What follows belongs to an exercise in optimizing a design on an open flow for small area, a short achievable clock period and few clock cycles per item; a production flow would make more cautious choices.
In this exercise RTL edits were held to simulation tests only and were not proved equivalent to the original.
Power is estimated from default activity; no workload was simulated.

==> 07-02 <==
==> flow/design.v <==
module seq_alu (
  input  logic        clock,
  input  logic        clear,
  input  logic        start,
  input  logic [3:0]  op,
  input  logic [31:0] a,
  input  logic [31:0] b,
  output logic        busy,
  output logic        done,
  output logic [63:0] result,
  output logic        div_by_zero,
  output logic        illegal_op
);
  logic s_idle, s_sgl, s_mul, s_dv1, s_dvs, s_fxh, s_fxl, s_done;
  logic        busy_q;
  logic [31:0] B;
  logic [33:0] H;
  logic [31:0] L;
  logic [4:0]  cnt;
  logic        sb, nq, nr, bz, dbz_q, ill_q;
  logic [4:0]  lza, lzb;
  logic        c_xh, c_xl, c_yb1, c_yb2, c_yl, c_yh, c_inv, c_dvs;
  logic        d1_one, d1_two, d1_neg;
  logic        m16;    
  function automatic logic [4:0] lzc31(input logic [31:0] v);
    lzc31 = 5'd31;
    for (int i = 1; i < 32; i++)
      if (v[i]) lzc31 = 5'(31 - i);
  endfunction
  function automatic logic [5:0] booth2(input logic [3:0] m, input logic p);
    booth2[0] = m[0] ^ p;                                       
    booth2[1] = (m[1] & ~m[0] & ~p) | (~m[1] & m[0] & p);       
    booth2[2] = m[1];                                           
    booth2[3] = m[2] ^ m[1];                                    
    booth2[4] = (m[3] & ~m[2] & ~m[1]) | (~m[3] & m[2] & m[1]); 
    booth2[5] = m[3];                                           
  endfunction
  logic [4:0] lza_in, lzb_in;
  logic       left_in, neg_in, sub_in, mul_in, div_in, bz_in, fast_in, ill_in;
  assign lza_in  = lzc31(a ^ {32{a[31]}});
  assign lzb_in  = lzc31(b ^ {32{b[31]}});
  assign left_in = (op == 4'd10) | (op == 4'd12);
  assign ill_in  = (op == 4'd13) | (op == 4'd14) | (op == 4'd15);
  assign neg_in  = (op == 4'd2);
  assign sub_in  = (op == 4'd5);
  assign mul_in  = (op == 4'd6);
  assign div_in  = (op == 4'd7);
  assign bz_in   = (b == '0);
  assign fast_in = ~neg_in & ~sub_in & (op != 4'd4) & ~mul_in & ~div_in;
  logic a16_in, b16_in, swap_in;
  logic [31:0] la_in, lb_in;
  assign a16_in  = (a[31:15] == '0) | (a[31:15] == '1);
  assign b16_in  = (b[31:15] == '0) | (b[31:15] == '1);
  assign swap_in = mul_in & ~a16_in & b16_in;
  assign la_in   = swap_in ? b : a;
  assign lb_in   = swap_in ? a : b;
  logic [6:0] sh_d;
  assign sh_d = {2'b00, lzb} - {2'b00, lza} + {6'd0, L[31]};    
  logic bsx;    
  assign bsx = c_dvs ? sb : B[31];
  logic [33:0] X, Ys, p1;
  assign X  = ({34{c_xh}} & H) | ({34{c_xl}} & {{2{L[31]}}, L});
  assign Ys = ({34{c_yb1}} & {bsx, bsx, B})
            | ({34{c_yb2}} & {B[31], B, 1'b0})
            | ({34{c_yl}}  & {{2{L[31]}}, L})
            | ({34{c_yh}}  & H);
  assign p1 = (({34{d1_one}} & {{2{B[31]}}, B}) | ({34{d1_two}} & {B[31], B, 1'b0}))
              ^ {34{d1_neg}};
  logic [35:0] cx, cy, cz, csum, ccar, SS;
  logic [36:0] sum1;
  logic [33:0] S;
  assign cx   = {{2{X[33]}}, X};
  assign cy   = {{2{Ys[33] ^ c_inv}}, Ys ^ {34{c_inv}}};
  assign cz   = {p1, d1_neg, d1_neg};
  assign csum = cx ^ cy ^ cz;
  assign ccar = {(cx[34:0] & cy[34:0]) | (cx[34:0] & cz[34:0]) | (cy[34:0] & cz[34:0]), c_inv};
  assign sum1 = {csum, 1'b1} + {ccar, d1_neg};
  assign SS   = sum1[36:1];
  assign S    = SS[33:0];
  logic [4:0]  amt, r;
  logic [31:0] rin, pre, rot, m_hi, m_lo, rsh;
  logic        left;
  assign rin  = s_dv1 ? B : a;
  assign amt  = s_dv1 ? sh_d[4:0] : b[4:0];
  assign left = s_dv1 | left_in;
  assign r    = left ? ~amt : amt;
  assign pre  = left ? {rin[0], rin[31:1]} : rin;
  always_comb begin
    logic [31:0] s0, s1, s2, s3;
    s0  = r[0] ? {pre[0], pre[31:1]}       : pre;
    s1  = r[1] ? {s0[1:0], s0[31:2]}       : s0;
    s2  = r[2] ? {s1[3:0], s1[31:4]}       : s1;
    s3  = r[3] ? {s2[7:0], s2[31:8]}       : s2;
    rot = r[4] ? {s3[15:0], s3[31:16]}     : s3;
  end
  always_comb
    for (int i = 0; i < 32; i++) begin
      m_hi[i] = 5'(i) >= amt;
      m_lo[31 - i] = 5'(i) >= amt;
    end
  always_comb begin
    case ({s_dv1, op})
      {1'b0, 4'd8}:  rsh = rot & m_lo;                                
      {1'b0, 4'd9}:  rsh = (rot & m_lo) | ({32{a[31]}} & ~m_lo);      
      {1'b0, 4'd11}, {1'b0, 4'd12}: rsh = rot;                        
      default:       rsh = rot & m_hi;                                
    endcase
  end
  logic [31:0] fast;
  always_comb begin
    case (op)
      4'd0:    fast = a & b;
      4'd1:    fast = a | b;
      4'd3:    fast = ~a;
      4'd8, 4'd9, 4'd10, 4'd11, 4'd12: fast = rsh;
      default: fast = '0;
    endcase
  end
  logic q_bit, mul_last, dvs_last, dv1_steps, fin;
  assign q_bit     = ~S[33];
  logic mul_half;    
  assign mul_half  = m16 & (cnt[2:0] == 3'd3);
  assign mul_last  = (cnt[2:0] == 3'd7) | mul_half;
  assign dvs_last  = (cnt == 5'd0);
  assign dv1_steps = ~bz & ~sh_d[6];
  logic take, n_sgl, n_mul, n_dv1, n_dvs, n_fxh, n_fxl;
  assign take  = s_idle & start;
  assign n_sgl = take & (neg_in | sub_in | (op == 4'd4));
  assign n_mul = (take & mul_in) | (s_mul & ~mul_last);
  assign n_dv1 = take & div_in;
  assign n_dvs = (s_dv1 & dv1_steps) | (s_dvs & ~dvs_last);
  assign n_fxh = (s_dv1 & ~bz & sh_d[6] & L[31]) | (s_dvs & dvs_last & nr);
  assign n_fxl = (s_dv1 & ~bz & sh_d[6] & ~L[31] & B[31])
               | (s_dvs & dvs_last & ~nr & nq) | (s_fxh & nq);
  assign fin = s_sgl | s_fxl
             | (s_mul & mul_last)
             | (s_dv1 & (bz | (sh_d[6] & ~L[31] & ~B[31])))
             | (s_dvs & dvs_last & ~nr & ~nq)
             | (s_fxh & ~nq);
  logic [5:0] nbooth;
  assign nbooth = s_idle ? booth2(la_in[3:0], 1'b0) : booth2(L[7:4], L[3]);
  logic nsb;    
  assign nsb = s_dv1 ? B[31] : sb;
  always_ff @(posedge clock) begin
    if (clear) begin
      s_idle <= 1'b1;
      s_sgl  <= 1'b0;
      s_mul  <= 1'b0;
      s_dv1  <= 1'b0;
      s_dvs  <= 1'b0;
      s_fxh  <= 1'b0;
      s_fxl  <= 1'b0;
      s_done <= 1'b0;
      busy_q <= 1'b0;
    end else begin
      s_idle <= (s_idle & ~start) | s_done;
      s_sgl  <= n_sgl;
      s_mul  <= n_mul;
      s_dv1  <= n_dv1;
      s_dvs  <= n_dvs;
      s_fxh  <= n_fxh;
      s_fxl  <= n_fxl;
      s_done <= fin | (take & fast_in);
      busy_q <= (busy_q & ~fin) | (take & ~fast_in);
    end
  end
  always_ff @(posedge clock) begin
    c_xh   <= (n_mul & s_mul) | n_dvs;
    c_xl   <= n_sgl & ~neg_in;
    c_yb1  <= (n_mul & nbooth[0]) | n_dvs | (n_sgl & ~neg_in);
    c_yb2  <= n_mul & nbooth[1];
    c_yl   <= n_dv1 | n_fxl | (n_sgl & neg_in);
    c_yh   <= n_fxh;
    c_inv  <= (n_mul & nbooth[2]) | (n_dv1 & a[31] & ~bz_in) | (n_dvs & ~nsb)
            | n_fxh | n_fxl | (n_sgl & (neg_in | sub_in));
    c_dvs  <= n_dvs;
    d1_one <= n_mul & nbooth[3];
    d1_two <= n_mul & nbooth[4];
    d1_neg <= n_mul & nbooth[5];
  end
  always_ff @(posedge clock) begin
    if (s_idle) begin
      B   <= lb_in;
      m16 <= a16_in | b16_in;
      cnt <= '0;
      lza <= lza_in;
      lzb <= lzb_in;
      bz  <= bz_in;
      if (start) begin
        L <= fast_in ? fast : la_in;
        if (fast_in) begin
          H     <= '0;
          dbz_q <= 1'b0;
          ill_q <= ill_in;
        end
      end
    end
    if (s_sgl) begin
      H     <= '0;
      L     <= S[31:0];
      dbz_q <= 1'b0;
      ill_q <= 1'b0;
    end
    if (s_mul) begin
      if (mul_half) begin
        H <= {{18{SS[35]}}, SS[35:20]};
        L <= {SS[19:0], L[31:20]};
      end else begin
        H <= {{2{SS[35]}}, SS[35:4]};
        L <= {SS[3:0], L[31:4]};
      end
      cnt   <= cnt + 5'd1;
      dbz_q <= 1'b0;
      ill_q <= 1'b0;
    end
    if (s_dv1) begin
      sb    <= B[31];
      nr    <= L[31];
      nq    <= L[31] ^ B[31];
      dbz_q <= bz;
      ill_q <= 1'b0;
      H     <= S;                   
      L     <= {32{bz}};
      B     <= rsh;
      cnt   <= sh_d[4:0];
    end
    if (s_dvs) begin
      if (q_bit) H <= S;
      L   <= {L[30:0], q_bit};
      B   <= {sb, B[31:1]};
      cnt <= cnt - 5'd1;
    end
    if (s_fxh) H <= S;
    if (s_fxl) L <= S[31:0];
  end
  assign busy        = busy_q;
  assign done        = s_done;
  assign result      = {H[31:0], L};
  assign div_by_zero = dbz_q;
  assign illegal_op  = ill_q;
endmodule
==> flow/run.sh <==
#!/bin/bash
# synth_recipe.tcl (not shown) runs the flow's synth.tcl, then flattens the netlist and writes it again
# the make line also repeats each setting of config.mk as NAME=value (left out here)
make -C /OpenROAD-flow-scripts/flow DESIGN_CONFIG=/design/flow/config.mk WORK_HOME=/design/flow/orfs CLKGATE_MAP_FILE= SYNTH_SCRIPT=/design/flow/synth_recipe.tcl finish
==> flow/config.mk <==
export PLATFORM = sky130hd
export DESIGN_NAME = seq_alu
export DESIGN_NICKNAME = seq_alu
export VERILOG_FILES = /design/flow/design.v
export SDC_FILE = /design/flow/constraint.sdc
export NUM_CORES = 4
export LEC_CHECK = 0
export ABC_AREA = 1
export CAP_MARGIN = 20
export CORE_MARGIN = 2
export CORE_UTILIZATION = 40
export SETUP_SLACK_MARGIN = 5
export SLEW_MARGIN = 20
export TNS_END_PERCENT = 0
==> flow/constraint.sdc <==
create_clock -name core_clock -period 10.0 [get_ports {clock}]
set_input_delay 2.0000 -clock core_clock [delete_from_list [all_inputs] [get_ports {clock}]]
set_output_delay 2.0000 -clock core_clock [all_outputs]
set_load 0.01 [all_outputs]
==> 12-05: changes against 07-02 <==
--- a/flow/design.v
+++ b/flow/design.v
@@ -23,3 +23,2 @@
   logic        d1_one, d1_two, d1_neg;
-  logic        m16;    
   function automatic logic [4:0] lzc31(input logic [31:0] v);
@@ -49,9 +48,2 @@
   assign fast_in = ~neg_in & ~sub_in & (op != 4'd4) & ~mul_in & ~div_in;
-  logic a16_in, b16_in, swap_in;
-  logic [31:0] la_in, lb_in;
-  assign a16_in  = (a[31:15] == '0) | (a[31:15] == '1);
-  assign b16_in  = (b[31:15] == '0) | (b[31:15] == '1);
-  assign swap_in = mul_in & ~a16_in & b16_in;
-  assign la_in   = swap_in ? b : a;
-  assign lb_in   = swap_in ? a : b;
   logic [6:0] sh_d;
@@ -120,5 +112,3 @@
   assign q_bit     = ~S[33];
-  logic mul_half;    
-  assign mul_half  = m16 & (cnt[2:0] == 3'd3);
-  assign mul_last  = (cnt[2:0] == 3'd7) | mul_half;
+  assign mul_last  = (cnt[2:0] == 3'd7);
   assign dvs_last  = (cnt == 5'd0);
@@ -140,3 +130,3 @@
   logic [5:0] nbooth;
-  assign nbooth = s_idle ? booth2(la_in[3:0], 1'b0) : booth2(L[7:4], L[3]);
+  assign nbooth = s_idle ? booth2(a[3:0], 1'b0) : booth2(L[7:4], L[3]);
   logic nsb;    
@@ -182,4 +172,3 @@
     if (s_idle) begin
-      B   <= lb_in;
-      m16 <= a16_in | b16_in;
+      B   <= b;
       cnt <= '0;
@@ -189,3 +178,3 @@
       if (start) begin
-        L <= fast_in ? fast : la_in;
+        L <= fast_in ? fast : a;
         if (fast_in) begin
@@ -204,9 +193,4 @@
     if (s_mul) begin
-      if (mul_half) begin
-        H <= {{18{SS[35]}}, SS[35:20]};
-        L <= {SS[19:0], L[31:20]};
-      end else begin
-        H <= {{2{SS[35]}}, SS[35:4]};
-        L <= {SS[3:0], L[31:4]};
-      end
+      H     <= {{2{SS[35]}}, SS[35:4]};
+      L     <= {SS[3:0], L[31:4]};
       cnt   <= cnt + 5'd1;
==> notes <==
- Cell area: 12-05 is smaller than 07-02 (about 10%).
- Against 12-05, the clock power of 07-02 is smaller by about 3.6%.
- In 12-05 the wire length is lower than in 07-02, by about 11%.
- Of 12-05 and 07-02, 07-02 has the higher cell count (gap about 13%, measured against 07-02).
- Of 12-05 and 07-02, 07-02 has the higher hold slack (gap 0.0028 ns).
- In 07-02 the non-clock buffer count is higher than in 12-05, by 23.
- Of 12-05 and 07-02, 07-02 has the higher area after synthesis (gap 8.9%, measured against 07-02).
- Between 12-05 and 07-02, the lower clock skew is in 07-02 (gap 0.0041 ns).
- Against 12-05, the synthesized cell count of 07-02 is higher by about 16%.
- Against 07-02, the die area of 12-05 is lower by about 9%.
==> figures <==
item                                                       12-05       07-02
Post-Synthesis Net Count                                    3022        3488
Sw Pwr                                                   1.17 mW     1.25 mW
Combinational share of power                               0.450       0.479
Layout clock buffer count                                     20          21
Initial core utilization                                   0.405       0.403
Global-route usage over all layers                         0.386       0.386
Leakage power total                                      9.10 nW     10.2 nW
Status                          no timing/DRC/antenna violations  no timing/DRC/antenna violations
Sequential-to-total area share from yosys stat             0.197       0.181
Post-placement worst setup slack                         3.27 ns     3.21 ns
Pin count of the biggest net entering global routing          65          80
Sequential portion of the cell area                        0.172       0.157
Synth Area in Compound Gates                               0.260       0.254
Multi-input gate share of total cell area                  0.596       0.614
Switching share of total power                             0.454       0.468
Clk pwr share                                              0.262       0.242
Power Internal                                           1.40 mW     1.43 mW
Buffers inserted by post-CTS timing repair                     4          16
Layout-to-synthesis area ratio                            1.147x      1.159x
Post-CTS sizing                                               53         124
Initial antenna violation count                                3           0
Power attributed to sequential cells                    0.738 mW    0.748 mW
Testbench counts of 07-02, summed over its fixed seeds: cycles 21,830, ops 4,000.
Testbench counts of 12-05, summed over its fixed seeds: cycles 23,682, ops 4,000.

## what the ideal ports hide
The results above use ideal ports. As a check the final layouts listed here were re-extracted and re-timed, cells and wires unchanged. Step 1, drivers: a clkbuf_16 drives clock and a buf_2 each remaining input, both assumed. Step 2 times the ports against the registers' clock, not the clock port: input delays grow and output delays shrink by t, the midpoint of the rising clock arrivals with the driver on. a / b / c = ideal / step 1 / step 2; a / b = the first two.
run | t (ns) | slack for setup (ns) | worst slew at a driven data input, ns
07-02 | 0.514 | 4.940 / 4.965 / 4.451 | 0.06
12-05 | 0.534 | 4.778 / 4.813 / 4.279 | 0.05
After both steps every run listed still meets setup and hold. For 12-05, which loses most, drivers alone change the setup slack by +0.035 ns; drivers and shift together by -0.499 ns.
